Context: an optimization exercise on an open-source flow, tuned for small area, a short achievable clock period and few clock cycles per item. The choices shown serve that exercise and are no tape-out recipe. At most, simulation tests tie the RTL to the original design; equivalence was not proved. For run 3, only the layout was checked, not whether the RTL still works.

==> flow/design.v <==
package tlt_pkg;
    localparam int SAMPLE_WIDTH = 16;
    localparam int TIME_W       = 32;
    localparam int PROD_W       = SAMPLE_WIDTH + 10;
    localparam int IN_TDATA_W   = ((TIME_W + 2 * SAMPLE_WIDTH + 7) / 8) * 8;
    localparam int IN_PAD_W     = IN_TDATA_W - TIME_W - 2 * SAMPLE_WIDTH;
    localparam int OUT_TDATA_W  = 8;
    localparam int MT_W         = 27;
    localparam int MT_NG        = 1 + (MT_W - 1 - 8) / 2;
    localparam logic [1:0] REG_TILT_THRESHOLD = 2'd0;
    localparam logic [1:0] REG_AXIS_MARGIN    = 2'd1;
    localparam logic [1:0] REG_POLL_INTERVAL  = 2'd2;
    localparam logic [1:0] REG_STABLE_TIME    = 2'd3;
    localparam logic [14:0] TILT_THRESHOLD_RST = 15'd4096;
    localparam logic [9:0]  AXIS_MARGIN_RST    = 10'd320;
    localparam logic [15:0] POLL_INTERVAL_RST  = 16'd100;
    localparam logic [15:0] STABLE_TIME_RST    = 16'd300;
    typedef struct packed {
        logic [14:0] tilt_level;
        logic [9:0]  axis_margin_q8;
        logic [15:0] poll_interval_ms;
        logic [15:0] hold_ms;
    } tlt_cfg_t;
    typedef struct packed {
        logic       ambiguous;
        logic [1:0] quadrant;
    } tlt_class_t;
    typedef struct packed {
        logic [1:0] quadrant;
        logic       changed;
    } tlt_result_t;
endpackage
import tlt_pkg::*;
module tlt_carry #(parameter int W = 16)
(
    input  logic [W-1:0] a,
    input  logic [W-1:0] b,
    input  logic         ci,
    output logic         co
);
    logic [W:0] g;
    logic [W:0] p;
    always_comb
    begin
        g = {a & b, ci};
        p = {a | b, 1'b0};
        for (int d = 1; d <= W; d = d * 2)
            for (int i = W; i >= d; i--)
            begin
                g[i] = g[i] | (p[i] & g[i-d]);
                p[i] = p[i] & p[i-d];
            end
        co = g[W];
    end
endmodule
module tlt_inc #(parameter int W = 16)
(
    input  logic [W-1:0] a,
    input  logic         ci,
    output logic [W:0]   y
);
    logic [W:0] c;
    always_comb
    begin
        c = {a, ci};
        for (int d = 1; d <= W; d = d * 2)
            for (int i = W; i >= d; i--)
                c[i] = c[i] & c[i-d];
        for (int i = 0; i < W; i++)
            y[i] = a[i] ^ (i == 0 ? ci : c[i == 0 ? 0 : i]);
        y[W] = c[W];
    end
endmodule
module tlt_csa #(parameter int W = 27)
(
    input  logic [W-1:0] a,
    input  logic [W-1:0] b,
    input  logic [W-1:0] c,
    output logic [W-1:0] s,
    output logic [W-1:0] k
);
    assign s = a ^ b ^ c;
    assign k = {((a[W-2:0] & b[W-2:0]) | (a[W-2:0] & c[W-2:0]) | (b[W-2:0] & c[W-2:0])), 1'b0};
endmodule
module tlt_margin_tree
(
    input  logic [14:0]       pu,
    input  logic              ps,
    input  logic [14:0]       qu,
    input  logic              qs,
    input  logic [9:0]        m,
    output logic [MT_NG-1:0]  grp_g,
    output logic [MT_NG-1:0]  grp_p,
    output logic              top_x
);
    localparam int W = MT_W;
    logic [W-1:0] r [13];
    logic [W-1:0] a0, a1, a2, a3, a4, a5, a6, a7;
    logic [W-1:0] b0, b1, b2, b3, b4, b5;
    logic [W-1:0] e0, e1, e2, e3;
    logic [W-1:0] g0, g1, h0, h1;
    logic [W-2:0] bg;
    logic [W-2:0] bp;
    always_comb
    begin
        for (int i = 0; i < 10; i++)
            r[i] = W'({15{m[i]}} & pu) << i;
        r[10] = ps ? W'(m) : '0;
        r[11] = {{(W-23){1'b1}}, ~qu, 8'd0};
        r[12] = W'({!qs, 8'd0});
    end
    tlt_csa #(W) c0 (r[0], r[1], r[2], a0, a1);
    tlt_csa #(W) c1 (r[3], r[4], r[5], a2, a3);
    tlt_csa #(W) c2 (r[6], r[7], r[8], a4, a5);
    tlt_csa #(W) c3 (r[9], r[10], r[11], a6, a7);
    tlt_csa #(W) c4 (a0, a1, a2, b0, b1);
    tlt_csa #(W) c5 (a3, a4, a5, b2, b3);
    tlt_csa #(W) c6 (a6, a7, r[12], b4, b5);
    tlt_csa #(W) c7 (b0, b1, b2, e0, e1);
    tlt_csa #(W) c8 (b3, b4, b5, e2, e3);
    tlt_csa #(W) c9 (e0, e1, e2, g0, g1);
    tlt_csa #(W) c10 (g0, g1, e3, h0, h1);
    assign bg = h0[W-2:0] & h1[W-2:0];
    assign bp = h0[W-2:0] | h1[W-2:0];
    tlt_carry #(8) u_low (.a(h0[7:0]), .b(h1[7:0]), .ci(1'b0), .co(grp_g[0]));
    assign grp_p[0] = 1'b0;
    for (genvar j = 1; j < MT_NG; j++)
    begin : g_grp
        assign grp_g[j] = bg[2*j+7] | (bp[2*j+7] & bg[2*j+6]);
        assign grp_p[j] = bp[2*j+7] & bp[2*j+6];
    end
    assign top_x = h0[W-1] ^ h1[W-1];
endmodule
module tlt_margin_sign
(
    input  logic [MT_NG-1:0] grp_g,
    input  logic [MT_NG-1:0] grp_p,
    input  logic             top_x,
    output logic             flag
);
    logic c_top;
    tlt_carry #(MT_NG) u_top (.a(grp_g), .b(grp_g | grp_p), .ci(1'b0), .co(c_top));
    assign flag = top_x ^ c_top;
endmodule
module tlt_classify_prep
(
    input  logic signed [SAMPLE_WIDTH-1:0] accel_x,
    input  logic signed [SAMPLE_WIDTH-1:0] accel_y,
    input  logic                           big_m,      
    output logic [SAMPLE_WIDTH-2:0]        pu,
    output logic                           ps,
    output logic [SAMPLE_WIDTH-2:0]        qu,
    output logic                           qs,
    output logic                           sx,
    output logic                           sy,
    output logic                           y_big,      
    output logic                           both_zero
);
    logic [SAMPLE_WIDTH-2:0] ux;
    logic [SAMPLE_WIDTH-2:0] uy;
    logic [SAMPLE_WIDTH-2:0] fu;
    logic                    fs;
    logic [SAMPLE_WIDTH-2:0] su;
    logic                    ss;
    assign sx = accel_x[SAMPLE_WIDTH-1];
    assign sy = accel_y[SAMPLE_WIDTH-1];
    assign ux = accel_x[SAMPLE_WIDTH-2:0] ^ {(SAMPLE_WIDTH-1){sx}};
    assign uy = accel_y[SAMPLE_WIDTH-2:0] ^ {(SAMPLE_WIDTH-1){sy}};
    tlt_carry #(SAMPLE_WIDTH-1) u_cmp (.a(uy), .b(~ux), .ci(sy | !sx), .co(y_big));
    assign both_zero = (accel_x == '0) && (accel_y == '0);
    assign fu = big_m ? ux : uy;
    assign fs = big_m ? sx : sy;
    assign su = big_m ? uy : ux;
    assign ss = big_m ? sy : sx;
    assign pu = y_big ? fu : su;
    assign ps = y_big ? fs : ss;
    assign qu = y_big ? su : fu;
    assign qs = y_big ? ss : fs;
endmodule
module tlt_classify
(
    input  logic [SAMPLE_WIDTH-2:0] pu,
    input  logic                    ps,
    input  logic [SAMPLE_WIDTH-2:0] qu,
    input  logic                    qs,
    input  logic                    sx,
    input  logic                    sy,
    input  logic                    y_big,
    input  logic                    both_zero,
    input  tlt_pkg::tlt_cfg_t       cfg,
    output logic [MT_NG-1:0]        grp_g,
    output logic [MT_NG-1:0]        grp_p,
    output logic                    top_x,
    output tlt_pkg::tlt_class_t     cls0,      
    output tlt_pkg::tlt_class_t     cls1       
);
    logic                    big_m;
    logic [SAMPLE_WIDTH-2:0] lu;
    logic                    ls;
    logic [SAMPLE_WIDTH-1:0] lv;
    logic                    not_below;
    logic [1:0]              quad_x;
    logic [1:0]              quad_y;
    assign big_m = |cfg.axis_margin_q8[9:8];
    tlt_margin_tree u_mt (
        .pu    (pu),
        .ps    (ps),
        .qu    (qu),
        .qs    (qs),
        .m     (cfg.axis_margin_q8),
        .grp_g (grp_g),
        .grp_p (grp_p),
        .top_x (top_x)
    );
    assign lu = big_m ? qu : pu;
    assign ls = big_m ? qs : ps;
    tlt_inc #(SAMPLE_WIDTH-1) u_inc (.a(lu), .ci(ls), .y(lv));
    tlt_carry #(SAMPLE_WIDTH) u_thr (.a(lv), .b(~{1'b0, cfg.tilt_level}), .ci(1'b1), .co(not_below));
    assign quad_y = sy ? 2'd1 : 2'd3;
    assign quad_x = sx ? 2'd2 : 2'd0;
    always_comb
    begin
        cls0.ambiguous = !not_below || big_m || both_zero;
        cls0.quadrant  = y_big ? quad_y : quad_x;
        cls1.ambiguous = !not_below || (!big_m && both_zero);
        cls1.quadrant  = (y_big || !big_m) ? quad_y : quad_x;
    end
endmodule
import tlt_pkg::*;
module tlt_since
(
    input  logic [31:0] now,
    input  logic [31:0] since,
    input  logic [15:0] lim,
    output logic        ok
);
    logic [31:0] ns;
    logic [15:0] nl;
    logic [15:0] s;
    logic [15:0] k;
    logic        b;
    logic        kk;
    logic        ok_lo;
    logic [15:0] x;
    logic [15:0] o;
    logic [15:0] z;
    logic        hi_zero;
    assign ns = ~since;
    assign nl = ~lim;
    tlt_carry #(16) u_b (.a(now[15:0]), .b(ns[15:0]), .ci(1'b1), .co(b));
    assign s = now[15:0] ^ ns[15:0] ^ nl;
    assign k = (now[15:0] & ns[15:0]) | (now[15:0] & nl) | (ns[15:0] & nl);
    tlt_carry #(15) u_kk (.a(s[15:1]), .b(k[14:0]), .ci(1'b1), .co(kk));
    assign ok_lo = b ? (k[15] & kk) : (k[15] | kk);
    assign x = now[31:16] ^ ns[31:16];
    assign o = now[31:16] | ns[31:16];
    always_comb
    begin
        z[0] = x[0] == b;
        for (int i = 1; i < 16; i++)
            z[i] = x[i] == o[i-1];
    end
    assign hi_zero = &z;
    assign ok = !hi_zero || ok_lo;
endmodule
module tlt_qualify
(
    input  logic              clk,
    input  logic              rst_n,
    input  logic              fire,         
    input  logic [TIME_W-1:0] now_ms,       
    input  logic              fire_q,       
    input  logic              sample_ok,    
    input  tlt_pkg::tlt_class_t        cls,          
    input  tlt_pkg::tlt_cfg_t          cfg,
    output tlt_pkg::tlt_result_t       res           
);
    logic [1:0]        committed_reg;
    logic [1:0]        committed_next;
    logic [1:0]        pending_reg;
    logic [1:0]        pending_next;
    logic [TIME_W-1:0] start_reg;
    logic [TIME_W-1:0] last_reg;
    logic              take_reg;
    logic              poll_ok;
    logic              hold_ok;
    logic              take;
    logic              set_start;
    logic              changed;
    tlt_since u_poll (.now(now_ms), .since(last_reg), .lim(cfg.poll_interval_ms), .ok(poll_ok));
    assign take = fire && poll_ok;
    always_ff @(posedge clk or negedge rst_n)
    begin
        if (!rst_n)
            last_reg <= '0;
        else if (take)
            last_reg <= now_ms;
    end
    always_ff @(posedge clk)
    begin
        take_reg <= take;
    end
    tlt_since u_hold (.now(last_reg), .since(start_reg), .lim(cfg.hold_ms), .ok(hold_ok));
    always_comb
    begin
        committed_next = committed_reg;
        pending_next   = pending_reg;
        set_start      = 1'b0;
        changed        = 1'b0;
        if (fire_q && take_reg && sample_ok)
        begin
            if (cls.ambiguous || (cls.quadrant == committed_reg))
            begin
                pending_next = committed_reg;
            end
            else if (cls.quadrant != pending_reg)
            begin
                pending_next = cls.quadrant;
                set_start    = 1'b1;
            end
            else if (hold_ok)
            begin
                committed_next = cls.quadrant;
                changed        = 1'b1;
            end
        end
    end
    assign res.quadrant = committed_next;
    assign res.changed  = changed;
    always_ff @(posedge clk or negedge rst_n)
    begin
        if (!rst_n)
        begin
            committed_reg <= 2'd0;
            pending_reg   <= 2'd0;
        end
        else
        begin
            committed_reg <= committed_next;
            pending_reg   <= pending_next;
        end
    end
    always_ff @(posedge clk or negedge rst_n)
    begin
        if (!rst_n)
            start_reg <= '0;
        else if (set_start)
            start_reg <= last_reg;
    end
endmodule
import tlt_pkg::*;
module tilt_orientation_qualifier_core
(
    input  logic                   clk,
    input  logic                   rst_n,
    input  logic                   s_tvalid,
    output logic                   s_tready,
    input  logic [IN_TDATA_W-1:0]  s_tdata,    
    input  logic                   s_tuser,    
    output logic                   m_tvalid,
    input  logic                   m_tready,
    output logic [OUT_TDATA_W-1:0] m_tdata,    
    output logic                   m_tuser,    
    input  logic                   psel,
    input  logic                   penable,
    input  logic                   pwrite,
    input  logic [3:0]             paddr,
    input  logic [31:0]            pwdata,
    output logic [31:0]            prdata,
    output logic                   pready
);
    localparam int QD = 4;    
    tlt_pkg::tlt_cfg_t cfg_reg;
    logic [15:0]       rd_reg;
    logic                    v0_reg;
    logic [TIME_W-1:0]       now0_reg;
    logic                    ok0_reg;
    logic [SAMPLE_WIDTH-2:0] pu0_reg;
    logic                    ps0_reg;
    logic [SAMPLE_WIDTH-2:0] qu0_reg;
    logic                    qs0_reg;
    logic                    sx0_reg;
    logic                    sy0_reg;
    logic                    ybig0_reg;
    logic                    zero0_reg;
    logic                    v1_reg;
    logic                    ok1_reg;
    logic [MT_NG-1:0]        grp_g1_reg;
    logic [MT_NG-1:0]        grp_p1_reg;
    logic                    top_x1_reg;
    tlt_pkg::tlt_class_t     cls0_1_reg;
    tlt_pkg::tlt_class_t     cls1_1_reg;
    logic [QD-1:0]           qv_reg;
    logic [3*QD-1:0]         qd_reg;    
    logic [QD:0]             qv_up;
    logic [3*QD+2:0]         qd_up;
    logic [QD-1:0]           qv_sh;
    logic [3*QD-1:0]         qd_sh;
    logic [QD-1:0]           q_put;
    logic [2:0]              cnt_reg;
    logic                    rdy_reg;
    logic                    accept;
    logic                    pop;
    logic                    cfg_wr;
    logic [SAMPLE_WIDTH-2:0] pu;
    logic                    ps;
    logic [SAMPLE_WIDTH-2:0] qu;
    logic                    qs;
    logic                    sx;
    logic                    sy;
    logic                    y_big;
    logic                    both_zero;
    logic [MT_NG-1:0]        grp_g;
    logic [MT_NG-1:0]        grp_p;
    logic                    top_x;
    tlt_pkg::tlt_class_t     cls0;
    tlt_pkg::tlt_class_t     cls1;
    logic                    flag;
    tlt_pkg::tlt_class_t     cls;
    tlt_pkg::tlt_result_t    res;
    logic [2:0]              cnt_next;
    assign pready = 1'b1;
    assign cfg_wr = psel && penable && pwrite;
    always_ff @(posedge clk or negedge rst_n)
    begin
        if (!rst_n)
        begin
            cfg_reg.tilt_level       <= TILT_THRESHOLD_RST;
            cfg_reg.axis_margin_q8   <= AXIS_MARGIN_RST;
            cfg_reg.poll_interval_ms <= POLL_INTERVAL_RST;
            cfg_reg.hold_ms          <= STABLE_TIME_RST;
        end
        else if (cfg_wr)
        begin
            case (paddr[3:2])
                REG_TILT_THRESHOLD: cfg_reg.tilt_level       <= pwdata[14:0];
                REG_AXIS_MARGIN:    cfg_reg.axis_margin_q8   <= pwdata[9:0];
                REG_POLL_INTERVAL:  cfg_reg.poll_interval_ms <= pwdata[15:0];
                default:            cfg_reg.hold_ms          <= pwdata[15:0];
            endcase
        end
    end
    always_ff @(posedge clk)
    begin
        case (paddr[3:2])
            REG_TILT_THRESHOLD: rd_reg <= 16'(cfg_reg.tilt_level);
            REG_AXIS_MARGIN:    rd_reg <= 16'(cfg_reg.axis_margin_q8);
            REG_POLL_INTERVAL:  rd_reg <= cfg_reg.poll_interval_ms;
            default:            rd_reg <= cfg_reg.hold_ms;
        endcase
    end
    assign prdata = {16'd0, rd_reg};
    assign s_tready = rdy_reg;
    assign accept   = s_tvalid && rdy_reg;
    tlt_classify_prep u_prep (
        .accel_x (s_tdata[TIME_W +: SAMPLE_WIDTH]),
        .accel_y (s_tdata[TIME_W + SAMPLE_WIDTH +: SAMPLE_WIDTH]),
        .big_m     (|cfg_reg.axis_margin_q8[9:8]),
        .pu        (pu),
        .ps        (ps),
        .qu        (qu),
        .qs        (qs),
        .sx        (sx),
        .sy        (sy),
        .y_big     (y_big),
        .both_zero (both_zero)
    );
    always_ff @(posedge clk or negedge rst_n)
    begin
        if (!rst_n)
        begin
            v0_reg <= 1'b0;
            v1_reg <= 1'b0;
        end
        else
        begin
            v0_reg <= accept;
            v1_reg <= v0_reg;
        end
    end
    always_ff @(posedge clk)
    begin
        now0_reg <= s_tdata[TIME_W-1:0];
        ok0_reg  <= s_tuser;
        pu0_reg   <= pu;
        ps0_reg   <= ps;
        qu0_reg   <= qu;
        qs0_reg   <= qs;
        sx0_reg   <= sx;
        sy0_reg   <= sy;
        ybig0_reg <= y_big;
        zero0_reg <= both_zero;
    end
    tlt_classify u_classify (
        .pu        (pu0_reg),
        .ps        (ps0_reg),
        .qu        (qu0_reg),
        .qs        (qs0_reg),
        .sx        (sx0_reg),
        .sy        (sy0_reg),
        .y_big     (ybig0_reg),
        .both_zero (zero0_reg),
        .cfg       (cfg_reg),
        .grp_g     (grp_g),
        .grp_p     (grp_p),
        .top_x     (top_x),
        .cls0      (cls0),
        .cls1      (cls1)
    );
    always_ff @(posedge clk)
    begin
        ok1_reg  <= ok0_reg;
        grp_g1_reg <= grp_g;
        grp_p1_reg <= grp_p;
        top_x1_reg <= top_x;
        cls0_1_reg <= cls0;
        cls1_1_reg <= cls1;
    end
    tlt_margin_sign u_sign (
        .grp_g (grp_g1_reg),
        .grp_p (grp_p1_reg),
        .top_x (top_x1_reg),
        .flag  (flag)
    );
    assign cls = flag ? cls1_1_reg : cls0_1_reg;
    tlt_qualify u_qualify (
        .clk       (clk),
        .rst_n     (rst_n),
        .fire      (v0_reg),
        .now_ms    (now0_reg),
        .fire_q    (v1_reg),
        .sample_ok (ok1_reg),
        .cls       (cls),
        .cfg       (cfg_reg),
        .res       (res)
    );
    assign pop = qv_reg[0] && m_tready;
    always_comb
    begin
        qv_up  = {1'b0, qv_reg};
        qd_up  = {3'b000, qd_reg};
        qv_sh  = pop ? qv_up[QD:1] : qv_reg;
        qd_sh  = pop ? qd_up[3*QD+2:3] : qd_reg;
        for (int i = 0; i < QD; i++)
            q_put[i] = v1_reg && !qv_sh[i] && (i == 0 || qv_sh[i == 0 ? 0 : i - 1]);
    end
    always_ff @(posedge clk or negedge rst_n)
    begin
        if (!rst_n)
            qv_reg <= '0;
        else
            qv_reg <= qv_sh | q_put;
    end
    always_ff @(posedge clk)
    begin
        for (int i = 0; i < QD; i++)
            qd_reg[3*i +: 3] <= q_put[i] ? {res.changed, res.quadrant} : qd_sh[3*i +: 3];
    end
    assign cnt_next = cnt_reg + 3'(accept) - 3'(pop);
    always_ff @(posedge clk or negedge rst_n)
    begin
        if (!rst_n)
        begin
            cnt_reg <= '0;
            rdy_reg <= 1'b0;
        end
        else
        begin
            cnt_reg <= cnt_next;
            rdy_reg <= (cnt_next < 3'(QD));
        end
    end
    assign m_tvalid = qv_reg[0];
    assign m_tdata  = {(OUT_TDATA_W - 2)'(0), qd_reg[1:0]};
    assign m_tuser  = qd_reg[2];
endmodule
==> flow/flow/run.sh <==
#!/bin/bash
# Standard layout, with plain buf_1 port buffers and timing repair aimed 7 ns
# below the clock period.
set -euo pipefail
bash standard.sh SETUP_SLACK_MARGIN=7 'BUFFER_PORTS_ARGS=-buffer_cell sky130_fd_sc_hd__buf_1' finish > standard_flow.log 2>&1
==> flow/standard.sh <==
#!/bin/bash
# synth_recipe.tcl (not shown) runs the flow's synth.tcl, then flattens the netlist and writes it again
# the make line also repeats each setting of config.mk as NAME=value (left out here)
make -C /OpenROAD-flow-scripts/flow DESIGN_CONFIG=/design/flow/config.mk WORK_HOME=/design/flow/orfs CLKGATE_MAP_FILE= SYNTH_SCRIPT=/design/flow/synth_recipe.tcl "${@:-finish}"
==> flow/config.mk <==
export PLATFORM = sky130hd
export DESIGN_NAME = tilt_orientation_qualifier_core
export DESIGN_NICKNAME = tilt_orientation_qualifier_core
export VERILOG_FILES = /design/flow/design.v
export SDC_FILE = /design/flow/constraint.sdc
export NUM_CORES = 4
export LEC_CHECK = 0
export CAP_MARGIN = 20
export CORE_MARGIN = 2
export CORE_UTILIZATION = 40
export SLEW_MARGIN = 20
==> flow/constraint.sdc <==
create_clock -name core_clock -period 10.5 [get_ports {clk}]
set_input_delay 2.1000 -clock core_clock [delete_from_list [all_inputs] [get_ports {clk}]]
set_output_delay 2.1000 -clock core_clock [all_outputs]
set_load 0.01 [all_outputs]
==> results by group, run 1 <==
Drt
  – Initial drt markers: 770
  – Post-Route WL: 51270 um
  – Routed Antenna Nets: 0
  – DR pass1 iterations: 5
  – Via/cell ratio: 5.200
  – DRC viols: 0
  – Drt wl/cell: 18.71 um
  – Via count: 14253

STA
  – Minimum clock period: 4074 ps
  – Fin crit share: 38.80%
  – F_max: 0.2454 GHz
  – Max_slew headroom: 37.26%
  – Worst Tran Pin Value: 939.8 ps
  – RSZ-0062 raised after global routing: true
  – TNS Setup: 0 ps
  – Layout Skew: 11.16 ps
  – Setup violators final: 0
  – Hold Vio Cnt, Final: 0
  – Slew Viols, Final: 0

Clock tree
  – Clk latency of the worst-skew pair: 580 ps
  – Max Root-Sink Buffers: 3
  – Cts bufs inserted: 30
  – CTS Hold Buffers Added: 0
  – Clock transition at path regs: 60 ps
  – Max H-tree Level: 1
  – Clk root buf: clkbuf_16
  – CTS Sinks: 260
  – CTS tree: done

Critical path
  – Crit path required time: 10940 ps
  – Critical path peak fanout: 5
  – Crit path DAT: 4510 ps
  – CP startpoint kind: primary input
  – Crit end category: flip-flop
  – Crit path kind: in -> reg

Global routing
  – First-pass GRT wire length: 81510 um
  – Global Route Usage Sum: 20.55%
  – Largest net degree at the start of global routing: 77
  – Vias in the first global route: 15023
  – Gr ovfl total: 0
  – Antenna violations before repair: 2

Place
  – GP Congestion: 0.8866
  – Cells after DPL: 2589
  – Placed inst area: 20550 um2
  – I/O Buffers: 110
  – HPWL Detailed: 35320 um

Logic synthesis
  – Syn_area_per_cell: 10.09 um2
  – Synthesized area: 19460 um2
  – Sequential share of the synthesized area: 30.90%
  – Unique masters post-synth: 75
  – Cells after Synth: 1929
  – Synthesis Warnings: 12
  – Asr flop ratio synth: 51.92%
  – Predominant post-synthesis flop cell: dfrtp_1
  – Synthesized flop and latch total: 260
  – Post-synth EDFFs: 12

Final layout
  – Final Util: 49.38%
  – Syn-to-layout area delta: 21.42%
  – Max reg flops: 57
  – Share of cells above drive strength 1: 21.65%
  – Final std cell area, no fill: 23630 um2
  – Non-Filler Instances: 2741
  – Final nets: 2523

Hold path
  – Hold WC Path Type: reg -> reg

Die
  – Die Ht: 224.6 um
  – Std-Cell Rows: 80
  – Die Footprint: 50430 um2
  – Die W: 224.6 um
  – CORE AREA: 47850 um2
  – Starting Density: 40.67%
  – Top Ports: 152

Run status
  – Status: timing/DRC/antenna clean

Job
  – MaxCap Viol Count: 0
-- worst paths after layout --
check | slack (ps) | cells after the start | startpoint | endpoint
hold / removal | 330 | 0 | ok0_reg | ok1_reg
setup reg to reg | 6460 | 12 | cfg_reg[32] | grp_g1_reg[0]
min in group asynchronous | 1650 | 1 | rst_n | u_qualify.start_reg[14]
setup / recovery | 6430 | 15 | s_tdata[63] | pu0_reg[4]
hold reg to reg | 330 | 0 | ok0_reg | ok1_reg
max in group asynchronous | 7600 | 3 | rst_n | cfg_reg[3]
-- cells by family (layout without fill, tap and decap cells) --
| family | count (synthesis) | in the layout | synth area share [%] |
|---|---|---|---|
| and+or+nand+nor | 469 | 472 | 12.72 |
| buffers and inverters | 393 | 565 | 8.301 |
| adders and majority gates | 328 | 328 | 27.01 |
| DFF | 260 | 260 | 30.90 |
| AOI/OAI and AO/OA | 234 | 234 | 8.018 |
| muxes | 153 | 153 | 8.963 |
| xor gates and xnor gates | 90 | 90 | 4.051 |
| other | 2 | 24 | 0.03859 |
-- worst max-delay path, stage by stage --
cell       delay, ps
clkbuf_16        140
buf_12           140
bufbuf_16        270
a211oi_1         210
a31oi_1           80
o22a_1           240
a21oi_2          190
o31ai_4          100
or3b_4           390
o31ai_4           80
buf_6            150
nor2_4            40
buf_6            120
buf_8            140
mux2i_1          120
-- stage by stage --
step | setup slack, ps | hold slack, ps
2_1_floorplan | 6316 | 309.6
3_3_place_gp | 4907 | 315.6
3_5_place_dp | 4969 | 319.3
4_1_cts | 6430 | 333.1
5_1_grt | 6354 | 339.9
6_report | 6426 | 327.0
-- cell usage in the layout, fill, tap and decap left out, types with 33 or more instances in the layout --
master     Yosys  routed
and2_1       102      82
buf_1          2     106
ha_1         156     146
o21ai_0       49      37
dfxtp_1      113     105
dfrtp_1      125     123
inv_1        292     274
nand2_1      148     136
buf_4         29      53
mux2_2        66      66
mux2i_1       73      71
clkbuf_16      0      33
fa_1         158     137
nor2_1        56      52
xnor2_1       55      44
a21oi_1       55      38
-- synth_stat cells (12+ instances only) --
library cell	count	share of area [%]
a21oi_1	55	1.4
a22oi_1	15	0.58
and2_1	102	3.3
buf_2	17	0.44
buf_4	29	1.1
clkbuf_1	50	0.96
dfrtp_1	125	16
dfxtp_1	113	12
edfxtp_1	12	1.9
fa_1	158	16
ha_1	156	10
inv_1	292	5.6
maj3_1	13	0.67
mux2_2	66	3.8
mux2i_1	73	3.8
nand2_1	148	2.9
nand2b_1	27	0.87
nand3_1	18	0.46
nand3b_1	16	0.62
nor2_1	56	1.1
nor2b_1	15	0.48
nor3_1	23	0.59
nor4_1	15	0.48
o211ai_1	12	0.46
o21ai_0	49	1.3
o22ai_1	14	0.45
o31ai_1	13	0.50
or3b_2	12	0.54
xnor2_1	55	2.5
xor2_1	35	1.6
-- what timing repair did --
item / CTS / global route
buffers inserted: 58 / 25
pin swaps: 99 / 81
gates cloned: 10 / 1
endpoints found under the setup margin: 120 / 119
resized for setup: 177 / 82
-- final cells by class --
class                   count  area (um2)
well taps                 615       769.5
diodes                      1       2.502
flip-flops and latches    260        6051
clock inverters            11       171.4
clock buffers              45       898.4
multi-input cells        1300       12870
inverters                 292        1099
repair buffers            217        1763
fillers                  4308       24220
-- metal layers --
metal | up-vias | share of wire [%] | track usage (%)
li1 | 6642 | - | -
met1 | 7163 | 42 | 26.31
met2 | 358 | 49 | 35.34
met3 | 88 | 6.2 | 3.632
met4 | 2 | 3.0 | 6.494
met5 | - | 0.021 | 0
Testbench counts, summed over its fixed seeds: cycles 16,024, items 16,000.
==> inputs of run 2 (changes only) <==
--- a/flow/config.mk
+++ b/flow/config.mk
@@ -5,7 +5,8 @@
 export SDC_FILE = /design/flow/constraint.sdc
 export NUM_CORES = 4
 export LEC_CHECK = 0
-export CAP_MARGIN = 20
+export CAP_MARGIN = 5
 export CORE_MARGIN = 2
 export CORE_UTILIZATION = 40
-export SLEW_MARGIN = 20
+export CTS_BUF_LIST = sky130_fd_sc_hd__clkbuf_4 sky130_fd_sc_hd__clkbuf_8
+export SLEW_MARGIN = 5
==> run 2 against run 1 <==
Clock-buffer cell count rose by 27. Die area did not move. Largest cell class unchanged. Utilization fell by 0.59 points. Design area fell by 1.2%. Register-to-register slack got worse by 30 ps. Fmax fell by 2.5%. Critical endpoint is now qu0_reg[8]. Synthesized cell count did not move. First-iteration DRC count fell by 3.4%.
==> results by group, run 2 <==
Critical path
  – CP startpoint kind: primary input
  – Crit path required time: 11040 ps
  – Slowest cell on the critical path: or3b_4
  – R2R setup slack: 6430 ps
  – Worst reg2reg endpoint: grp_g1_reg[0]
  – CP startpoint: s_tdata[63]
  – Crit path kind: in -> reg
  – Crit end category: flip-flop
  – Worst setup path endpoint: qu0_reg[8]
  – Max stage delay on crit path: 390 ps
  – Cells along the critical path: clkbuf_16 > buf_12 > buf_12 > xor2_4 > a222oi_1 > o21ai_1 > a21oi_2 > o31ai_4 > or3b_4 > o31ai_4 > buf_4 > buf_6 > or2_4 > mux2i_1
  – Critical path peak fanout: 6
  – Crit path DAT: 4720 ps
  – FF-to-FF path depth: 11
  – Worst R2R Start: cfg_reg[32]

Drt
  – Routed wl met2: 24210 um
  – DR pass1 iterations: 7
  – Via/cell ratio: 5.209
  – Initial drt markers: 744
  – Via count: 14314
  – Post-Route WL: 50870 um
  – Drt wl/cell: 18.51 um
  – Wire length on met1: 21040 um
  – Top Metal Used: met5
  – DRC viols: 0
  – DR WL met3: 3385 um
  – Routed Antenna Nets: 0

Logic synthesis
  – Predominant post-synthesis flop cell: dfrtp_1
  – Syn_area_per_cell: 10.09 um2
  – Asr flop ratio synth: 51.92%
  – Top cell type by total area after synthesis: fa_1
  – Cells after Synth: 1929
  – Unique masters post-synth: 75
  – Synthesis Warnings: 12
  – Synth top area cells: fa_1 (16%), dfrtp_1 (16%), dfxtp_1 (12%)
  – Synthesized flop and latch total: 260
  – Post-synth EDFFs: 12
  – Synthesized area: 19460 um2
  – Most common cell in the netlist: inv_1
  – Synth top area share: 16.25%
  – Sequential share of the synthesized area: 30.90%
  – Most common library cells after synthesis: inv_1 (292), fa_1 (158), ha_1 (156)

Job
  – MaxCap Viol Count: 0

Place
  – I/O Buffers: 110
  – GP Congestion: 0.8866
  – Pre-CTS setup slack: 4969 ps
  – HPWL Detailed: 35320 um

Clock tree
  – CTS tree: done
  – Max H-tree Level: 2
  – Clock transition at path regs: 60 ps
  – Clk latency of the worst-skew pair: 640 ps
  – CTS Sinks: 260
  – Cts bufs inserted: 46
  – Max Root-Sink Buffers: 3
  – Clk root buf: clkbuf_8

STA
  – Layout Skew: 57.44 ps
  – Minimum clock period: 4181 ps
  – F_max: 0.2392 GHz
  – Setup violators final: 0
  – Max_slew headroom: 35.42%
  – Slew Viols, Final: 0
  – TNS Setup: 0 ps
  – Hold Vio Cnt, Final: 0
  – Fin crit share: 39.82%
  – RSZ-0062 raised after global routing: true
  – Final setup margin: 6319 ps
  – Worst Tran Pin Value: 966.1 ps

Hold path
  – Hold WC Path Type: reg -> reg
  – Hold Crit Start: ok0_reg

Die
  – Die Footprint: 50430 um2
  – Top Ports: 152
  – Die Ht: 224.6 um
  – Die W: 224.6 um
  – CORE AREA: 47850 um2
  – Starting Density: 40.67%
  – Std-Cell Rows: 80

Global routing
  – Largest net degree at the start of global routing: 77
  – Global Route Usage Sum: 20.59%
  – Antenna violations before repair: 3
  – Vias in the first global route: 15086
  – First-pass GRT wire length: 80930 um
  – Gr ovfl total: 0

Final layout
  – Max reg flops: 57
  – Syn-to-layout area delta: 19.98%
  – Commonest non-fill, non-tap cell in the layout: inv_1
  – Most frequent cells in the layout: inv_1 (279), ha_1 (147), nand2_1 (136), fa_1 (136), dfrtp_1 (123)
  – Share of cells above drive strength 1: 21.55%
  – Final nets: 2516

Run status
  – Status: timing/DRC/antenna clean
-- run 2: cell counts after synthesis --
No cell type changed its count.
-- run 2: per-layer routing --
| metal | GRT usage [%] | up-vias |
|---|---|---|
| met5 | 0 | - |
| met4 | 9.571 | 2 |
| met3 | 5.121 | 133 |
| met2 | 33.90 | 393 |
| met1 | 25.45 | 7137 |
| li1 | - | 6649 |
-- run 2: timing repair --
item,CTS,global route
pin swaps,71,48
endpoints found under the setup margin,121,100
hold buffers,0,0
gates resized for setup,148,100
buffers inserted,47,15
gates cloned,10,0
-- run 2: how the worst min path moves through the flow --
stage	end	slack [ps]	cells past startpoint
floorplan	ok1_reg	310	0
global placement	ok1_reg	320	0
detailed placement	ok1_reg	320	0
CTS	ok1_reg	330	0
global route	ok1_reg	340	0
finish	ok1_reg	330	0
-- run 2: cell families (layout without fill, tap and decap cells) --
| family | after synthesis | count (layout) | share of synthesized area (%) |
|---|---|---|---|
| and+or+nand+nor | 469 | 472 | 12.72 |
| buffers and inverters | 393 | 570 | 8.301 |
| adders and majority gates | 328 | 328 | 27.01 |
| DFF | 260 | 260 | 30.90 |
| AOI/OAI and AO/OA | 234 | 234 | 8.018 |
| muxes | 153 | 153 | 8.963 |
| xor gates and xnor gates | 90 | 90 | 4.051 |
| other | 2 | 26 | 0.03859 |
-- run 2: critical path, delay by kind of cell --
| family | cells | cell delay [ps] |
|---|---|---|
| compound gates | 5 | 890 |
| buf+inv | 5 | 700 |
| simple gates | 2 | 610 |
| mux | 1 | 250 |
| xor+xnor | 1 | 150 |
-- run 2: layout make-up --
cell class | instances | area, um2
Clock inverter | 12 | 117.6
Multi-Input combinational cell | 1300 | 12900
Tap cell | 615 | 769.5
Inverter | 292 | 1099
Clock buffer | 72 | 878.3
Timing Repair Buffer | 194 | 1524
Antenna cell | 3 | 7.507
Fill cell | 4386 | 24500
Sequential cell | 260 | 6050
-- run 2: per-stage QoR --
step	utilization [%]	hold WS (ps)	instance area [um2]	std cells
after floorplan	-	309.6	19940	1950
after global placement	42.95	315.6	20550	2589
after detailed placement	42.95	319.3	20550	2589
after CTS	47.56	334.0	22760	2730
after global routing	48.79	341.0	23340	2747
final	48.80	329.6	23350	2748
==> inputs of run 3 (changes only) <==
--- a/flow/design.v
+++ b/flow/design.v
@@ -6,7 +6,7 @@
     localparam int IN_PAD_W     = IN_TDATA_W - TIME_W - 2 * SAMPLE_WIDTH;
     localparam int OUT_TDATA_W  = 8;
     localparam int MT_W         = 27;
-    localparam int MT_NG        = 1 + (MT_W - 1 - 8) / 2;
+    localparam int MT_NG        = (MT_W - 1) / 2;
     localparam logic [1:0] REG_TILT_THRESHOLD = 2'd0;
     localparam logic [1:0] REG_AXIS_MARGIN    = 2'd1;
     localparam logic [1:0] REG_POLL_INTERVAL  = 2'd2;
@@ -122,12 +122,10 @@
     tlt_csa #(W) c10 (g0, g1, e3, h0, h1);
     assign bg = h0[W-2:0] & h1[W-2:0];
     assign bp = h0[W-2:0] | h1[W-2:0];
-    tlt_carry #(8) u_low (.a(h0[7:0]), .b(h1[7:0]), .ci(1'b0), .co(grp_g[0]));
-    assign grp_p[0] = 1'b0;
-    for (genvar j = 1; j < MT_NG; j++)
+    for (genvar j = 0; j < MT_NG; j++)
     begin : g_grp
-        assign grp_g[j] = bg[2*j+7] | (bp[2*j+7] & bg[2*j+6]);
-        assign grp_p[j] = bp[2*j+7] & bp[2*j+6];
+        assign grp_g[j] = bg[2*j+1] | (bp[2*j+1] & bg[2*j]);
+        assign grp_p[j] = bp[2*j+1] & bp[2*j];
     end
     assign top_x = h0[W-1] ^ h1[W-1];
 endmodule
@@ -166,7 +164,13 @@
     assign sy = accel_y[SAMPLE_WIDTH-1];
     assign ux = accel_x[SAMPLE_WIDTH-2:0] ^ {(SAMPLE_WIDTH-1){sx}};
     assign uy = accel_y[SAMPLE_WIDTH-2:0] ^ {(SAMPLE_WIDTH-1){sy}};
-    tlt_carry #(SAMPLE_WIDTH-1) u_cmp (.a(uy), .b(~ux), .ci(sy | !sx), .co(y_big));
+    logic c_ge;
+    logic c_add;
+    tlt_carry #(SAMPLE_WIDTH-1) u_ge  (.a(accel_y[SAMPLE_WIDTH-2:0]), .b(~accel_x[SAMPLE_WIDTH-2:0]),
+                                       .ci(1'b1), .co(c_ge));
+    tlt_carry #(SAMPLE_WIDTH-1) u_add (.a(accel_y[SAMPLE_WIDTH-2:0]), .b(accel_x[SAMPLE_WIDTH-2:0]),
+                                       .ci(1'b0), .co(c_add));
+    assign y_big = (sx ^ sy) ? (c_add ^ sy) : (c_ge ^ sx);
     assign both_zero = (accel_x == '0) && (accel_y == '0);
     assign fu = big_m ? ux : uy;
     assign fs = big_m ? sx : sy;
==> flow/config.mk (replaced) <==
export PLATFORM = sky130hd
export DESIGN_NAME = tilt_orientation_qualifier_core
export DESIGN_NICKNAME = tilt_orientation_qualifier_core
export VERILOG_FILES = /design/flow/design.v
export SDC_FILE = /design/flow/constraint.sdc
export NUM_CORES = 4
export LEC_CHECK = 0
export CAP_MARGIN = 20
export CORE_MARGIN = 2
export CORE_UTILIZATION = 40
export SLEW_MARGIN = 20
==> run 3 against run 2 <==
Routed wire length increased by 0.88%. Largest cell class unchanged. Still clean. Non-clock buffer count up 45. Clock-buffer cell count decreased by 32. Sequential share of layout area is 0.70 points lower. Critical path type unchanged. Clock skew decreased by 43 ps. Worst hold slack worse by 13 ps.
==> results by group, run 3 <==
Logic synthesis
  – Asr flop ratio synth: 51.14%
  – Post-synth EDFFs: 12
  – Cells after Synth: 2005
  – Unique masters post-synth: 78
  – Synthesized area: 20010 um2
  – Syn_area_per_cell: 9.982 um2
  – Predominant post-synthesis flop cell: dfrtp_1
  – Synth top area cells: fa_1 (16%), dfrtp_1 (16%), dfxtp_1 (12%)
  – Synth top area share: 15.80%
  – Synthesis Warnings: 11
  – Top cell type by total area after synthesis: fa_1
  – Synthesized flop and latch total: 264
  – Most common library cells after synthesis: inv_1 (312), fa_1 (158), ha_1 (156)
  – Sequential share of the synthesized area: 30.45%
  – Most common cell in the netlist: inv_1

Final layout
  – Max reg flops: 57
  – Register area: 6138 um2
  – Multi-input logic area: 13340 um2
  – Ant. Diodes: 0
  – Most frequent cells in the layout: inv_1 (291), ha_1 (150), nand2_1 (146)
  – Syn-to-layout area delta: 21.64%
  – Fill cells: 4530
  – Final nets: 2618
  – Commonest non-fill, non-tap cell in the layout: inv_1
  – Share of cells above drive strength 1: 23.33%

Global routing
  – First-pass GRT wire length: 80610 um
  – Largest net degree at the start of global routing: 68
  – Antenna violations before repair: 2
  – Gr ovfl total: 0
  – Global Route Usage Sum: 19.74%
  – Vias in the first global route: 15214

STA
  – Minimum clock period: 4149 ps
  – Setup violators final: 0
  – Fin crit share: 39.51%
  – Max_slew headroom: 25.73%
  – RSZ-0062 raised after global routing: true
  – Worst Tran Pin Value: 1110 ps
  – F_max: 0.2410 GHz
  – TNS Setup: 0 ps
  – Slew Viols, Final: 0
  – Hold Vio Cnt, Final: 0
  – Worst hold slack: 316.8 ps
  – Layout Skew: 14.22 ps

Place
  – I/O Buffers: 110
  – GP Congestion: 0.8208
  – HPWL Detailed: 36950 um

Clock tree
  – Max Root-Sink Buffers: 3
  – Max H-tree Level: 1
  – CTS Hold Buffers Added: 0
  – Clk latency of the worst-skew pair: 600 ps
  – CTS tree: done
  – Clock transition at path regs: 70 ps
  – Cts bufs inserted: 31
  – Clk root buf: clkbuf_16
  – CTS Sinks: 264

Critical path
  – Slowest cell on the critical path: maj3_2
  – Crit path kind: in -> reg
  – CP startpoint kind: primary input
  – Crit end category: flip-flop
  – Critical path peak fanout: 4
  – Crit path required time: 10980 ps
  – Crit path DAT: 4630 ps
  – Critical path's most frequent cell: maj3_2
  – Cells along the critical path: buf_12 > nor2b_4 > maj3_2 > o221ai_2 > nand2_1 > maj3_2 > o311ai_4 > buf_6 > xnor2_4 > buf_4 > mux2i_4 > o22ai_2 > a221oi_2
  – Max stage delay on crit path: 350 ps

Drt
  – DRC viols: 0
  – Via count: 14874
  – Drt wl/cell: 17.80 um
  – Post-Route WL: 51320 um
  – Via/cell ratio: 5.157
  – Initial drt markers: 804
  – Routed Antenna Nets: 0
  – DR pass1 iterations: 8

Die
  – Std-Cell Rows: 81
  – CORE AREA: 49150 um2
  – Die W: 227.7 um
  – Die Footprint: 51840 um2
  – Top Ports: 152
  – Die Ht: 227.7 um
  – Starting Density: 40.72%

Run status
  – Status: timing/DRC/antenna clean

Job
  – MaxCap Viol Count: 0

Hold path
  – Hold WC Path Type: reg -> reg
==> run 3: changes by cell type after synthesis, sizes merged, moves of 7 or more <==
cell,previous run,this run
inv,292,313
o31ai,14,7
xor2,35,16
nand3b,16,0
mux2,70,80
mux2i,73,107
o21ai,52,43
xnor2,55,40
a211oi,4,11
clkbuf,52,60
nor2,56,73
or3b,13,3
o22ai,14,29
nor3,23,16
==> run 3: kinds of logic (layout without fill, tap and decap cells) <==
logic type                 count (synthesis)  in the layout  synth area share, %
DFF                                      264            264                30.45
AOI/OAI and AO/OA                        271            271                9.403
xor gates and xnor gates                  56             57                2.488
other                                      2             23              0.03753
adders and majority gates                333            333                26.53
and+or+nand+nor                          466            466                11.73
muxes                                    197            197                10.98
buffers and inverters                    416            609                8.384
==> run 3: final cells by class <==
type                       instances  area share, %
clock inverter                    17         0.8018
sequential                       264          25.22
multi-input combinational       1347          54.81
clock buffer                      40          3.531
inverter                         313          4.847
tap                              664          3.413
timing repair buffer             239          7.381
==> run 3: per-layer routing <==
metal	wire (um)	global-route usage, %
met2	24360	32.60
met1	22950	26.92
met3	2491	2.905
met4	1491	5.840
met5	30	0
==> run 3: worst max-delay path: cells and delay by family <==
| kind | cells | cell delay [ps] |
|---|---|---|
| buf+inv | 3 | 450 |
| compound gates | 4 | 860 |
| simple gates | 2 | 190 |
| fa+ha+maj | 2 | 650 |
| mux | 1 | 230 |
| xor+xnor | 1 | 140 |
==> run 3: worst paths after layout <==
kind                              from            end  slack, ps  cells past startpoint
max in group asynchronous        rst_n    cfg_reg[37]       7540                      3
min                            ok0_reg        ok1_reg        320                      0
max reg2reg                cfg_reg[40]  grp_g1_reg[6]       6550                     13
min reg2reg                    ok0_reg        ok1_reg        320                      0
max                        s_tdata[32]    qu0_reg[12]       6350                     13
min in group asynchronous        rst_n         v1_reg       1350                      1
==> run 3: through the flow <==
stage / area [um2] / util [%] / instances / setup slack, ps
after floorplan: 20410 / - / 2026 / 5995
after global placement: 21150 / 43.04 / 2711 / 5289
after detailed placement: 21160 / 43.05 / 2712 / 5247
after CTS: 23420 / 47.65 / 2840 / 6347
after global routing: 24340 / 49.53 / 2884 / 6263
final: 24340 / 49.53 / 2884 / 6351
==> run 3: timing repair <==
action / 4_1_cts / 5_1_grt
endpoints found under the setup margin: 101 / 125
setup buffers: 68 / 42
gates resized for setup: 149 / 155
pin swaps: 60 / 88
cloned: 3 / 2
==> inputs of run 4 (changes only) <==
--- a/flow/design.v
+++ b/flow/design.v
@@ -6,7 +6,7 @@
     localparam int IN_PAD_W     = IN_TDATA_W - TIME_W - 2 * SAMPLE_WIDTH;
     localparam int OUT_TDATA_W  = 8;
     localparam int MT_W         = 27;
-    localparam int MT_NG        = (MT_W - 1) / 2;
+    localparam int MT_NG        = 1 + (MT_W - 1 - 8) / 2;
     localparam logic [1:0] REG_TILT_THRESHOLD = 2'd0;
     localparam logic [1:0] REG_AXIS_MARGIN    = 2'd1;
     localparam logic [1:0] REG_POLL_INTERVAL  = 2'd2;
@@ -122,10 +122,12 @@
     tlt_csa #(W) c10 (g0, g1, e3, h0, h1);
     assign bg = h0[W-2:0] & h1[W-2:0];
     assign bp = h0[W-2:0] | h1[W-2:0];
-    for (genvar j = 0; j < MT_NG; j++)
+    tlt_carry #(8) u_low (.a(h0[7:0]), .b(h1[7:0]), .ci(1'b0), .co(grp_g[0]));
+    assign grp_p[0] = 1'b0;
+    for (genvar j = 1; j < MT_NG; j++)
     begin : g_grp
-        assign grp_g[j] = bg[2*j+1] | (bp[2*j+1] & bg[2*j]);
-        assign grp_p[j] = bp[2*j+1] & bp[2*j];
+        assign grp_g[j] = bg[2*j+7] | (bp[2*j+7] & bg[2*j+6]);
+        assign grp_p[j] = bp[2*j+7] & bp[2*j+6];
     end
     assign top_x = h0[W-1] ^ h1[W-1];
 endmodule
@@ -145,50 +147,34 @@
     input  logic signed [SAMPLE_WIDTH-1:0] accel_x,
     input  logic signed [SAMPLE_WIDTH-1:0] accel_y,
     input  logic                           big_m,      
-    output logic [SAMPLE_WIDTH-2:0]        pu,
-    output logic                           ps,
-    output logic [SAMPLE_WIDTH-2:0]        qu,
-    output logic                           qs,
-    output logic                           sx,
-    output logic                           sy,
+    output logic [SAMPLE_WIDTH-2:0]        fu,
+    output logic                           fs,
+    output logic [SAMPLE_WIDTH-2:0]        su,
+    output logic                           ss,
     output logic                           y_big,      
     output logic                           both_zero
 );
     logic [SAMPLE_WIDTH-2:0] ux;
     logic [SAMPLE_WIDTH-2:0] uy;
-    logic [SAMPLE_WIDTH-2:0] fu;
-    logic                    fs;
-    logic [SAMPLE_WIDTH-2:0] su;
-    logic                    ss;
+    logic                    sx;
+    logic                    sy;
     assign sx = accel_x[SAMPLE_WIDTH-1];
     assign sy = accel_y[SAMPLE_WIDTH-1];
     assign ux = accel_x[SAMPLE_WIDTH-2:0] ^ {(SAMPLE_WIDTH-1){sx}};
     assign uy = accel_y[SAMPLE_WIDTH-2:0] ^ {(SAMPLE_WIDTH-1){sy}};
-    logic c_ge;
-    logic c_add;
-    tlt_carry #(SAMPLE_WIDTH-1) u_ge  (.a(accel_y[SAMPLE_WIDTH-2:0]), .b(~accel_x[SAMPLE_WIDTH-2:0]),
-                                       .ci(1'b1), .co(c_ge));
-    tlt_carry #(SAMPLE_WIDTH-1) u_add (.a(accel_y[SAMPLE_WIDTH-2:0]), .b(accel_x[SAMPLE_WIDTH-2:0]),
-                                       .ci(1'b0), .co(c_add));
-    assign y_big = (sx ^ sy) ? (c_add ^ sy) : (c_ge ^ sx);
+    tlt_carry #(SAMPLE_WIDTH-1) u_cmp (.a(uy), .b(~ux), .ci(sy | !sx), .co(y_big));
     assign both_zero = (accel_x == '0) && (accel_y == '0);
     assign fu = big_m ? ux : uy;
     assign fs = big_m ? sx : sy;
     assign su = big_m ? uy : ux;
     assign ss = big_m ? sy : sx;
-    assign pu = y_big ? fu : su;
-    assign ps = y_big ? fs : ss;
-    assign qu = y_big ? su : fu;
-    assign qs = y_big ? ss : fs;
 endmodule
 module tlt_classify
 (
-    input  logic [SAMPLE_WIDTH-2:0] pu,
-    input  logic                    ps,
-    input  logic [SAMPLE_WIDTH-2:0] qu,
-    input  logic                    qs,
-    input  logic                    sx,
-    input  logic                    sy,
+    input  logic [SAMPLE_WIDTH-2:0] fu,
+    input  logic                    fs,
+    input  logic [SAMPLE_WIDTH-2:0] su,
+    input  logic                    ss,
     input  logic                    y_big,
     input  logic                    both_zero,
     input  tlt_pkg::tlt_cfg_t       cfg,
@@ -199,6 +185,12 @@
     output tlt_pkg::tlt_class_t     cls1       
 );
     logic                    big_m;
+    logic                    sx;
+    logic                    sy;
+    logic [SAMPLE_WIDTH-2:0] pu;
+    logic                    ps;
+    logic [SAMPLE_WIDTH-2:0] qu;
+    logic                    qs;
     logic [SAMPLE_WIDTH-2:0] lu;
     logic                    ls;
     logic [SAMPLE_WIDTH-1:0] lv;
@@ -206,6 +198,12 @@
     logic [1:0]              quad_x;
     logic [1:0]              quad_y;
     assign big_m = |cfg.axis_margin_q8[9:8];
+    assign sx = big_m ? fs : ss;
+    assign sy = big_m ? ss : fs;
+    assign pu = y_big ? fu : su;
+    assign ps = y_big ? fs : ss;
+    assign qu = y_big ? su : fu;
+    assign qs = y_big ? ss : fs;
     tlt_margin_tree u_mt (
         .pu    (pu),
         .ps    (ps),
@@ -216,8 +214,8 @@
         .grp_p (grp_p),
         .top_x (top_x)
     );
-    assign lu = big_m ? qu : pu;
-    assign ls = big_m ? qs : ps;
+    assign lu = (y_big ^ big_m) ? fu : su;
+    assign ls = (y_big ^ big_m) ? fs : ss;
     tlt_inc #(SAMPLE_WIDTH-1) u_inc (.a(lu), .ci(ls), .y(lv));
     tlt_carry #(SAMPLE_WIDTH) u_thr (.a(lv), .b(~{1'b0, cfg.tilt_level}), .ci(1'b1), .co(not_below));
     assign quad_y = sy ? 2'd1 : 2'd3;
@@ -379,12 +377,10 @@
     logic                    v0_reg;
     logic [TIME_W-1:0]       now0_reg;
     logic                    ok0_reg;
-    logic [SAMPLE_WIDTH-2:0] pu0_reg;
-    logic                    ps0_reg;
-    logic [SAMPLE_WIDTH-2:0] qu0_reg;
-    logic                    qs0_reg;
-    logic                    sx0_reg;
-    logic                    sy0_reg;
+    logic [SAMPLE_WIDTH-2:0] fu0_reg;
+    logic                    fs0_reg;
+    logic [SAMPLE_WIDTH-2:0] su0_reg;
+    logic                    ss0_reg;
     logic                    ybig0_reg;
     logic                    zero0_reg;
     logic                    v1_reg;
@@ -406,12 +402,10 @@
     logic                    accept;
     logic                    pop;
     logic                    cfg_wr;
-    logic [SAMPLE_WIDTH-2:0] pu;
-    logic                    ps;
-    logic [SAMPLE_WIDTH-2:0] qu;
-    logic                    qs;
-    logic                    sx;
-    logic                    sy;
+    logic [SAMPLE_WIDTH-2:0] fu;
+    logic                    fs;
+    logic [SAMPLE_WIDTH-2:0] su;
+    logic                    ss;
     logic                    y_big;
     logic                    both_zero;
     logic [MT_NG-1:0]        grp_g;
@@ -460,12 +454,10 @@
         .accel_x (s_tdata[TIME_W +: SAMPLE_WIDTH]),
         .accel_y (s_tdata[TIME_W + SAMPLE_WIDTH +: SAMPLE_WIDTH]),
         .big_m     (|cfg_reg.axis_margin_q8[9:8]),
-        .pu        (pu),
-        .ps        (ps),
-        .qu        (qu),
-        .qs        (qs),
-        .sx        (sx),
-        .sy        (sy),
+        .fu        (fu),
+        .fs        (fs),
+        .su        (su),
+        .ss        (ss),
         .y_big     (y_big),
         .both_zero (both_zero)
     );
@@ -486,22 +478,18 @@
     begin
         now0_reg <= s_tdata[TIME_W-1:0];
         ok0_reg  <= s_tuser;
-        pu0_reg   <= pu;
-        ps0_reg   <= ps;
-        qu0_reg   <= qu;
-        qs0_reg   <= qs;
-        sx0_reg   <= sx;
-        sy0_reg   <= sy;
+        fu0_reg   <= fu;
+        fs0_reg   <= fs;
+        su0_reg   <= su;
+        ss0_reg   <= ss;
         ybig0_reg <= y_big;
         zero0_reg <= both_zero;
     end
     tlt_classify u_classify (
-        .pu        (pu0_reg),
-        .ps        (ps0_reg),
-        .qu        (qu0_reg),
-        .qs        (qs0_reg),
-        .sx        (sx0_reg),
-        .sy        (sy0_reg),
+        .fu        (fu0_reg),
+        .fs        (fs0_reg),
+        .su        (su0_reg),
+        .ss        (ss0_reg),
         .y_big     (ybig0_reg),
         .both_zero (zero0_reg),
         .cfg       (cfg_reg),
==> flow/flow/run.sh (replaced) <==
#!/bin/bash
# Standard layout, with timing repair aimed 7 ns below the clock period.
set -euo pipefail
bash standard.sh SETUP_SLACK_MARGIN=7 finish > standard_flow.log 2>&1
==> run 4 against run 3 <==
Sequential share of layout area up 0.42 points. Via count down 6.6%. Utilization down 0.48 points. Clock skew up 10 ps. Critical endpoint is now grp_g1_reg[0]. Area after synthesis down 3.6%. Worst hold slack better by 27 ps. Routed wire length down 4.5%. First-iteration DRC count up 1.2%.
==> results by group, run 4 <==
Run status
  – Status: timing/DRC/antenna clean

Clock tree
  – CTS tree: done
  – CTS Sinks: 258
  – Clk latency of the worst-skew pair: 600 ps
  – Clock transition at path regs: 60 ps
  – Max Root-Sink Buffers: 3
  – Cts bufs inserted: 30
  – Clk root buf: clkbuf_16
  – Max H-tree Level: 1

Logic synthesis
  – Cells after Synth: 1891
  – Synthesized area: 19290 um2
  – Synthesis Warnings: 12
  – Unique masters post-synth: 85
  – Syn_area_per_cell: 10.20 um2
  – Post-synth EDFFs: 12
  – Most common cell in the netlist: inv_1
  – Synth top area cells: fa_1 (16%), dfrtp_1 (16%), dfxtp_1 (12%)
  – Asr flop ratio synth: 52.33%
  – Top cell type by total area after synthesis: fa_1
  – Predominant post-synthesis flop cell: dfrtp_1
  – Synth top area share: 16.40%
  – Sequential share of the synthesized area: 30.97%
  – Most common library cells after synthesis: inv_1 (288), fa_1 (158), ha_1 (157)
  – Synthesized flop and latch total: 258

Critical path
  – Crit end category: flip-flop
  – Crit path kind: reg -> reg
  – FF-to-FF path depth: 13
  – Crit path required time: 10980 ps
  – Worst reg2reg endpoint: grp_g1_reg[0]
  – CP startpoint kind: flip-flop
  – Crit path DAT: 4890 ps
  – R2R setup slack: 6090 ps
  – Worst R2R Start: su0_reg[1]
  – Critical path peak fanout: 6

STA
  – Hold Vio Cnt, Final: 0
  – F_max: 0.2269 GHz
  – Max_slew headroom: 44.39%
  – Worst hold slack: 343.9 ps
  – Slew Viols, Final: 0
  – Layout Skew: 24.63 ps
  – Minimum clock period: 4406 ps
  – RSZ-0062 raised after global routing: true
  – Setup violators final: 0
  – TNS Setup: 0 ps
  – Worst Tran Pin Value: 834.1 ps
  – Fin crit share: 41.97%

Drt
  – Via count: 13890
  – DRC viols: 0
  – DR pass1 iterations: 5
  – Routed Antenna Nets: 0
  – DR WL met3: 2272 um
  – Via/cell ratio: 5.158
  – Initial drt markers: 814
  – Top Metal Used: met4
  – Drt wl/cell: 18.20 um
  – Routed wl met2: 22490 um
  – Post-Route WL: 49010 um
  – Wire length on met1: 23270 um

Final layout
  – Fill cells: 4304
  – Final std cell area, no fill: 23370 um2
  – Ant. Diodes: 0
  – Share of cells above drive strength 1: 19.25%
  – Syn-to-layout area delta: 21.16%
  – Max reg flops: 57
  – Commonest non-fill, non-tap cell in the layout: inv_1
  – Final nets: 2477
  – Register area: 5991 um2
  – Multi-input logic area: 12610 um2
  – Non-Filler Instances: 2693
  – Most frequent cells in the layout: inv_1 (263), ha_1 (148), fa_1 (136)

Job
  – MaxCap Viol Count: 0

Place
  – Cells after DPL: 2569
  – GP Congestion: 0.8982
  – HPWL Detailed: 35910 um
  – I/O Buffers: 110
  – Placed inst area: 21070 um2

Hold path
  – Hold WC Path Type: reg -> reg
  – WHS Path Cells: 0
  – Hold Crit Start: ok0_reg
  – Hold worst-path end: ok1_reg

Die
  – Die Ht: 223.6 um
  – Top Ports: 152
  – Starting Density: 40.48%
  – Die Footprint: 49990 um2
  – Die W: 223.6 um
  – CORE AREA: 47650 um2
  – Std-Cell Rows: 80

Global routing
  – Largest net degree at the start of global routing: 82
  – Antenna violations before repair: 0
  – First-pass GRT wire length: 78800 um
  – Vias in the first global route: 14609
  – Global Route Usage Sum: 19.89%
  – Gr ovfl total: 0
## run 4: cell families after synthesis
kind of cell | share of synthesized area, %
AND/OR/NAND/NOR | 11.54
other | 0.03894
XOR/XNOR | 3.672
buffers and inverters | 7.862
flip-flops | 30.97
multiplexers | 9.853
adder cells (fa/ha/maj) | 27.33
AO/OA/AOI/OAI | 8.738
## run 4: final cells by class
cell class / count / area share [%]
clock buffer: 42 / 3.662
tap: 615 / 3.293
multi-input combinational: 1291 / 53.96
clock inverter: 14 / 0.6532
timing repair buffer: 184 / 8.047
inverter: 288 / 4.717
sequential: 258 / 25.63
timing repair inverter: 1 / 0.03748
## run 4: metrics by stage
step / setup WS (ps) / util [%]
after detailed placement: 5463 / 44.23
after floorplan: 6172 / -
after global placement: 5551 / 44.23
final: 6094 / 49.05
after CTS: 6103 / 47.98
after global routing: 5971 / 49.05
## run 4: worst max-delay path, cell delays in order, from the launching register on
cell and delay [ps]:
dfxtp_1 560, mux2i_4 180, nand2b_4 180, fa_1 540
inv_1 50, fa_1 450, ha_1 290, ha_1 280
ha_1 270, maj3_2 300, maj3_2 320, maj3_2 310
maj3_2 300, maj3_2 290
## run 4: worst max path at each step
stage | slack, ps | end | startpoint | depth (start not counted)
floorplan | 6170 | grp_g1_reg[0] | ybig0_reg | 16
global placement | 5550 | ybig0_reg | s_tdata[47] | 10
detailed placement | 5460 | ybig0_reg | s_tdata[47] | 10
CTS | 6100 | grp_g1_reg[0] | ybig0_reg | 14
global route | 5970 | grp_g1_reg[0] | ybig0_reg | 14
finish | 6090 | grp_g1_reg[0] | su0_reg[1] | 13
## run 4: what timing repair did
item	in CTS	in global routing
hold buffers	0	0
endpoints found under the setup margin	127	84
setup buffers	40	18
cloned	10	0
gates resized for setup	116	104
pin swaps	54	55
## run 4: per-layer routing
metal	global-route usage [%]	up-vias
met5	0	-
met4	4.839	0
met3	2.964	58
met2	31.88	293
met1	28.40	7016
li1	-	6523
Testbench counts of run 4, summed over its fixed seeds: cycles 16,024, items 16,000.

## separate check: timing with driven ports
In the flow no input, the clock included, has a driving cell. The finished layouts below were timed again as built, in two steps.
Step 1 sets driving cells, clkbuf_16 on the clock port and buf_2 on the other inputs (assumed; they add their load-dependent delay and slew).
Step 2 times the ports against the registers' clock, not the clock port: input delays grow and output delays shrink by t, the midpoint of the rising clock arrivals with the driver on.
Three values: ideal, step 1, step 2; two values: the first two.
run | shift t [ns] | setup WS [ns] | worst hold slack (ns) | pins driven straight from the clock port
run 1 | 0.628 | 6.426 / 6.424 / 5.796 | 0.327 / 0.327 / 0.327 | 1
run 2 | 0.661 | 6.319 / 6.312 / 5.651 | 0.330 / 0.330 / 0.330 | 1
run 3 | 0.645 | 6.351 / 6.357 / 5.712 | 0.317 / 0.317 / 0.317 | 1
run 4 | 0.643 | 6.094 / 6.094 / 6.094 | 0.344 / 0.344 / 0.344 | 1
After both steps every run listed still meets setup and hold. The setup slack of run 2, which loses most, moves by -0.007 ns with the drivers and by -0.668 ns with both steps.
